Source: an optimization exercise on an open RTL-to-GDS flow (aim: small area and a short achievable clock period). Production flows keep margins and buffers that such runs may drop. Function was checked by simulation only, so behaviour that the tests miss may differ from the original.

// md_unit
module md_unit (
  input  logic        clk,
  input  logic        reset,
  input  logic        start,
  input  logic [2:0]  md_op,
  input  logic        we_hilo,
  input  logic [31:0] a,
  input  logic [31:0] b,
  output logic        busy,
  output logic [31:0] hi,
  output logic [31:0] lo
);
Size in the first run: ~19000 µm² of cells after synthesis.
==> flow/config.mk <==
export PLATFORM = sky130hd
export DESIGN_NAME = md_unit
export DESIGN_NICKNAME = md_unit
export VERILOG_FILES = /design/flow/design.v
export SDC_FILE = /design/flow/constraint.sdc
export NUM_CORES = 4
export LEC_CHECK = 0
export CAP_MARGIN = 20
export CORE_MARGIN = 2
export CORE_UTILIZATION = 40
export CTS_BUF_LIST = sky130_fd_sc_hd__clkbuf_8
export SLEW_MARGIN = 20
==> flow/constraint.sdc <==
create_clock -name core_clock -period 100.0 [get_ports {clk}]
set_input_delay 20.0000 -clock core_clock [delete_from_list [all_inputs] [get_ports {clk}]]
set_output_delay 20.0000 -clock core_clock [all_outputs]
set_load 0.01 [all_outputs]
standard.sh (not shown) runs the stock make flow with config.mk's settings and CLKGATE_MAP_FILE= SYNTH_SCRIPT=/design/flow/synth_recipe.tcl, a recipe that flattens the netlist after the stock synthesis.
==> flow/flow/run.sh <==
#!/bin/bash
set -o pipefail
cp standard.sh out/standard.sh.txt 2>/dev/null
export BUFFER_PORTS_ARGS="-buffer_cell sky130_fd_sc_hd__buf_2"
bash standard.sh > standard.log 2>&1
Change:
- CORE_UTILIZATION: 40 -> 65
- CTS_BUF_LIST: sky130_fd_sc_hd__clkbuf_8 -> default
- PLACE_DENSITY: default -> 0.75
Result:
- critical path depth stays the same
- non-clock buffer count increases by 4
- die area decreases by about 40%
- worst setup slack got worse by 0.23 ns
- fmax decreases by 1.1%
- wire length decreases by about 7%
- design area decreases by 0.40%

========
The RTL this note starts from:
==> flow/design.v <==
package md_unit_pkg;
  localparam logic [2:0] MD_MULT  = 3'd0;
  localparam logic [2:0] MD_MULTU = 3'd1;
  localparam logic [2:0] MD_DIV   = 3'd2;
  localparam logic [2:0] MD_DIVU  = 3'd3;
  localparam logic [2:0] MD_MTHI  = 3'd4;
  localparam logic [2:0] MD_MTLO  = 3'd5;
endpackage
import md_unit_pkg::*;
module md_unit (
  input  logic        clk,
  input  logic        reset,
  input  logic        start,
  input  logic [2:0]  md_op,
  input  logic        we_hilo,
  input  logic [31:0] a,
  input  logic [31:0] b,
  output logic        busy,
  output logic [31:0] hi,
  output logic [31:0] lo
);
  logic        busy_q;
  logic        busy_o_q;   
  logic [3:0]  cnt_q;
  logic        div_q, sgn_q, negq_q, negr_q, bh_q;
  logic [31:0] m_q;      
  logic [32:0] acc_q;    
  logic [31:0] p_q;      
  logic [31:0] hi_q, lo_q;
  wire first    = (cnt_q == 4'd0);
  wire mul_last = (cnt_q == 4'd4);
  wire div_last = (cnt_q == 4'd9);
  wire div_fix  = div_q & div_last;    
  function automatic logic [35:0] add35(input logic [34:0] x, input logic [34:0] y, input logic ci);
    logic [34:0] gb, pb, s;
    logic [9:0] g, p;
    logic c, gg, pp;
    for (int i = 0; i < 35; i++) begin gb[i] = x[i] & y[i]; pb[i] = x[i] ^ y[i]; end
    g[0] = ci; p[0] = 1'b0;
    for (int k = 0; k < 9; k++) begin
      gg = 1'b0; pp = 1'b1;
      for (int i = k*4; i < k*4+4 && i < 35; i++) begin gg = gb[i] | (pb[i] & gg); pp = pp & pb[i]; end
      g[k+1] = gg; p[k+1] = pp;
    end
    for (int l = 0; l < 4; l++)
      for (int i = (1 << (l+1)) - 1; i <= 9; i += (1 << (l+1))) begin
        g[i] = g[i] | (p[i] & g[i - (1 << l)]);
        p[i] = p[i] & p[i - (1 << l)];
      end
    for (int l = 2; l >= 0; l--)
      for (int i = 3 * (1 << l) - 1; i <= 9; i += (1 << (l+1))) begin
        g[i] = g[i] | (p[i] & g[i - (1 << l)]);
        p[i] = p[i] & p[i - (1 << l)];
      end
    for (int k = 0; k < 9; k++) begin
      c = g[k];
      for (int i = k*4; i < k*4+4 && i < 35; i++) begin s[i] = pb[i] ^ c; c = gb[i] | (pb[i] & c); end
    end
    add35 = {g[9], s};
  endfunction
  wire        msx  = sgn_q & m_q[31];
  wire        dneg = msx;                               
  wire [35:0] mx   = {msx, msx, msx, m_q, 1'b0};        
  wire [8:0]  mb   = mul_last ? {{8{sgn_q & bh_q}}, bh_q} : {p_q[7:0], bh_q};
  logic [34:0] xs [0:3];
  logic [34:0] ss [0:3];
  logic        sub [0:3];    
  assign xs[0]  = (div_q & !div_last) ? {acc_q[32], acc_q, p_q[31]} : {{2{acc_q[32]}}, acc_q};
  assign sub[0] = !acc_q[32];
  for (genvar i = 0; i < 4; i++) begin : g_st
    wire bm1 = mb[2*i];
    wire b0  = mb[2*i+1];
    wire b1  = mb[2*i+2];
    logic one, two, neg;
    if (i == 0) begin : g_sel0
      assign one = div_fix ? acc_q[32] : (div_q | (b0 ^ bm1));
      assign two = !div_q & ((b1 & !b0 & !bm1) | (!b1 & b0 & bm1));
      assign neg = div_fix ? (acc_q[32] & dneg) : div_q ? (sub[0] ^ dneg) : b1;
    end else begin : g_sel
      assign one = div_q | (b0 ^ bm1);
      assign two = !div_q & ((b1 & !b0 & !bm1) | (!b1 & b0 & bm1));
      assign neg = div_q ? (sub[i] ^ dneg) : b1;
    end
    wire [34:0] pp;
    for (genvar j = 0; j < 35; j++) begin : g_pp
      assign pp[j] = ((one & mx[j+1]) | (two & mx[j])) ^ neg;
    end
    wire [35:0] sm = add35(xs[i], pp, neg);
    assign ss[i] = sm[34:0];
    if (i < 3) begin : g_nx
      assign sub[i+1] = !ss[i][34];
      assign xs[i+1]  = div_q ? {ss[i][32], ss[i][32:0], p_q[30-i]} : {{2{ss[i][34]}}, ss[i][34:2]};
    end
  end
  function automatic logic [31:0] cneg(input logic [31:0] v, input logic en);
    logic [31:0] o;
    logic        any;
    any = 1'b0;
    for (int k = 0; k < 32; k++) begin
      o[k] = v[k] ^ (en & any);
      any  = any | v[k];
    end
    cneg = o;
  endfunction
  wire [31:0] n1 = cneg(p_q, first ? (sgn_q & p_q[31]) : (div_q & negq_q));
  wire [31:0] n2 = cneg(ss[0][31:0], div_q & negr_q);
  wire op_end = busy_q && (div_q ? div_last : mul_last);
  wire res_wr = op_end && (!div_q || m_q != 32'd0);
  wire        wr_mt = !(busy_q | start | !we_hilo | !md_op[2] | md_op[1]);
  wire        wr_hi = wr_mt & !md_op[0];
  wire        wr_lo = wr_mt &  md_op[0];
  wire [31:0] hi_e  = res_wr ? n2 : hi_q;
  wire [31:0] lo_e  = res_wr ? n1 : lo_q;
  always_ff @(posedge clk or negedge reset) begin
    if (!reset) begin
      busy_q   <= 1'b0;
      busy_o_q <= 1'b0;
      hi_q     <= '0;
      lo_q     <= '0;
    end else begin
      if (!busy_q && start && !md_op[2]) busy_q <= 1'b1;
      else if (op_end) busy_q <= 1'b0;
      busy_o_q <= busy_q ? !op_end : (start && !md_op[2]);
      hi_q <= wr_hi ? a : hi_e;
      lo_q <= wr_lo ? a : lo_e;
    end
  end
  always_ff @(posedge clk) begin
    if (!busy_q) begin
      cnt_q <= '0;
      div_q <= md_op[1];
      sgn_q <= !md_op[0];
      bh_q  <= 1'b0;
      m_q   <= b;
      p_q   <= a;
      acc_q <= '0;
    end else begin
      cnt_q <= cnt_q + 4'd1;
      if (!div_q) begin
        acc_q <= ss[3][34:2];
        p_q   <= {ss[3][1:0], ss[2][1:0], ss[1][1:0], ss[0][1:0], p_q[31:8]};
        bh_q  <= p_q[7];
      end else if (first) begin
        p_q    <= n1;
        negq_q <= sgn_q & (p_q[31] ^ m_q[31]);
        negr_q <= sgn_q & p_q[31];
      end else begin
        acc_q <= ss[3][32:0];
        p_q   <= {p_q[27:0], !ss[0][34], !ss[1][34], !ss[2][34], !ss[3][34]};
      end
    end
  end
  assign busy = busy_o_q;
  assign hi   = hi_q;
  assign lo   = lo_q;
endmodule
clock: 100.0 ns
lec_check: 0
cap_margin: 20
core_margin: 2
core_utilization: 65
place_density: 0.75
slew_margin: 80
==> flow/flow/run.sh <==
#!/bin/bash
set -o pipefail
export BUFFER_PORTS_ARGS="-buffer_cell sky130_fd_sc_hd__buf_2"
export CTS_ARGS="-sink_clustering_enable -repair_clock_nets -root_buf sky130_fd_sc_hd__clkbuf_16 -buf_list sky130_fd_sc_hd__clkbuf_8 -dont_use_dummy_load"
bash standard.sh > standard.log 2>&1
==> next run, changes <==
==> flow/flow/run.sh (replaced) <==
#!/bin/bash
set -o pipefail
cp standard.sh out/standard.sh.txt 2>/dev/null
export BUFFER_PORTS_ARGS="-buffer_cell sky130_fd_sc_hd__buf_2"
bash standard.sh > standard.log 2>&1
- SLEW_MARGIN: 80 -> 20
=> Fmax drops by about 0.7%; worst setup slack loses 160 ps; via count drops by 5.7%; sequential cell count does not change.
==> next run, changes <==
- CTS_BUF_LIST: default -> sky130_fd_sc_hd__clkbuf_8
The new run went through all stages and came out clean.
Cell count stays the same.
Hold slack improved by 5.8 ps.
Non-clock buffer count stays the same.
Wire length drops slightly.
==> next run, changes <==
--- a/flow/flow/run.sh
+++ b/flow/flow/run.sh
@@ -3 +2,0 @@
-cp standard.sh out/standard.sh.txt 2>/dev/null
@@ -4,0 +4 @@
+export CTS_ARGS="-sink_clustering_enable -repair_clock_nets -root_buf sky130_fd_sc_hd__clkbuf_16 -buf_list sky130_fd_sc_hd__clkbuf_8 -dont_use_dummy_load"
- CTS_BUF_LIST: sky130_fd_sc_hd__clkbuf_8 -> default
After rerunning: Synthesized cell count stays the same. Utilization goes down by 0.59 points. Clock-buffer cell count goes down by 2. Hold slack gets worse by 4.1 ps. Maximum frequency goes down slightly. Design area goes down slightly. Die area is unchanged.

-- port drivers added, routing unchanged --
How much do the figures lean on ideal ports? The routed layouts below were timed once more, with nothing changed but the port constraints. Step 1 (the two cells are an assumption about what drives the block):
set clk [get_ports {clk}]
set_driving_cell -lib_cell sky130_fd_sc_hd__clkbuf_16 $clk
set_driving_cell -lib_cell sky130_fd_sc_hd__buf_2 [delete_from_list [all_inputs] $clk]
Step 2 moves the port delays by t, midway between the first and last clock arrival at a register: inputs arrive t later, outputs are due t later. That takes back most of the time a late clock gives input paths. a / b / c = ideal / step 1 / step 2; a / b = the first two.
| run | t, ns | slack for setup (ns) | hold slack, ns | latest minus earliest clock arrival (ns) |
|---|---|---|---|---|
| the first run of note 1 | 0.622 | 78.637 / 78.669 / 78.047 | 0.478 / 0.478 / 0.478 | 0.032 / 0.032 |
| the second run of note 1 | 0.512 | 78.405 / 78.438 / 77.925 | 0.468 / 0.468 / 0.468 | 0.021 / 0.021 |
| the first run of note 2 | 0.452 | 78.978 / 78.973 / 78.553 | 0.477 / 0.477 / 0.477 | 0.029 / 0.029 |
| the second run of note 2 | 0.505 | 78.822 / 78.855 / 78.350 | 0.495 / 0.495 / 0.495 | 0.014 / 0.014 |
| the third run of note 2 | 0.550 | 78.880 / 78.883 / 78.357 | 0.501 / 0.501 / 0.501 | 0.020 / 0.020 |
| the fourth run of note 2 | 0.444 | 78.775 / 78.806 / 78.362 | 0.497 / 0.497 / 0.497 | 0.030 / 0.030 |
After both steps setup and hold are still met in every run listed. For the first run of note 1, which loses most, drivers alone change the setup slack by +0.032 ns; drivers and shift together by -0.590 ns.
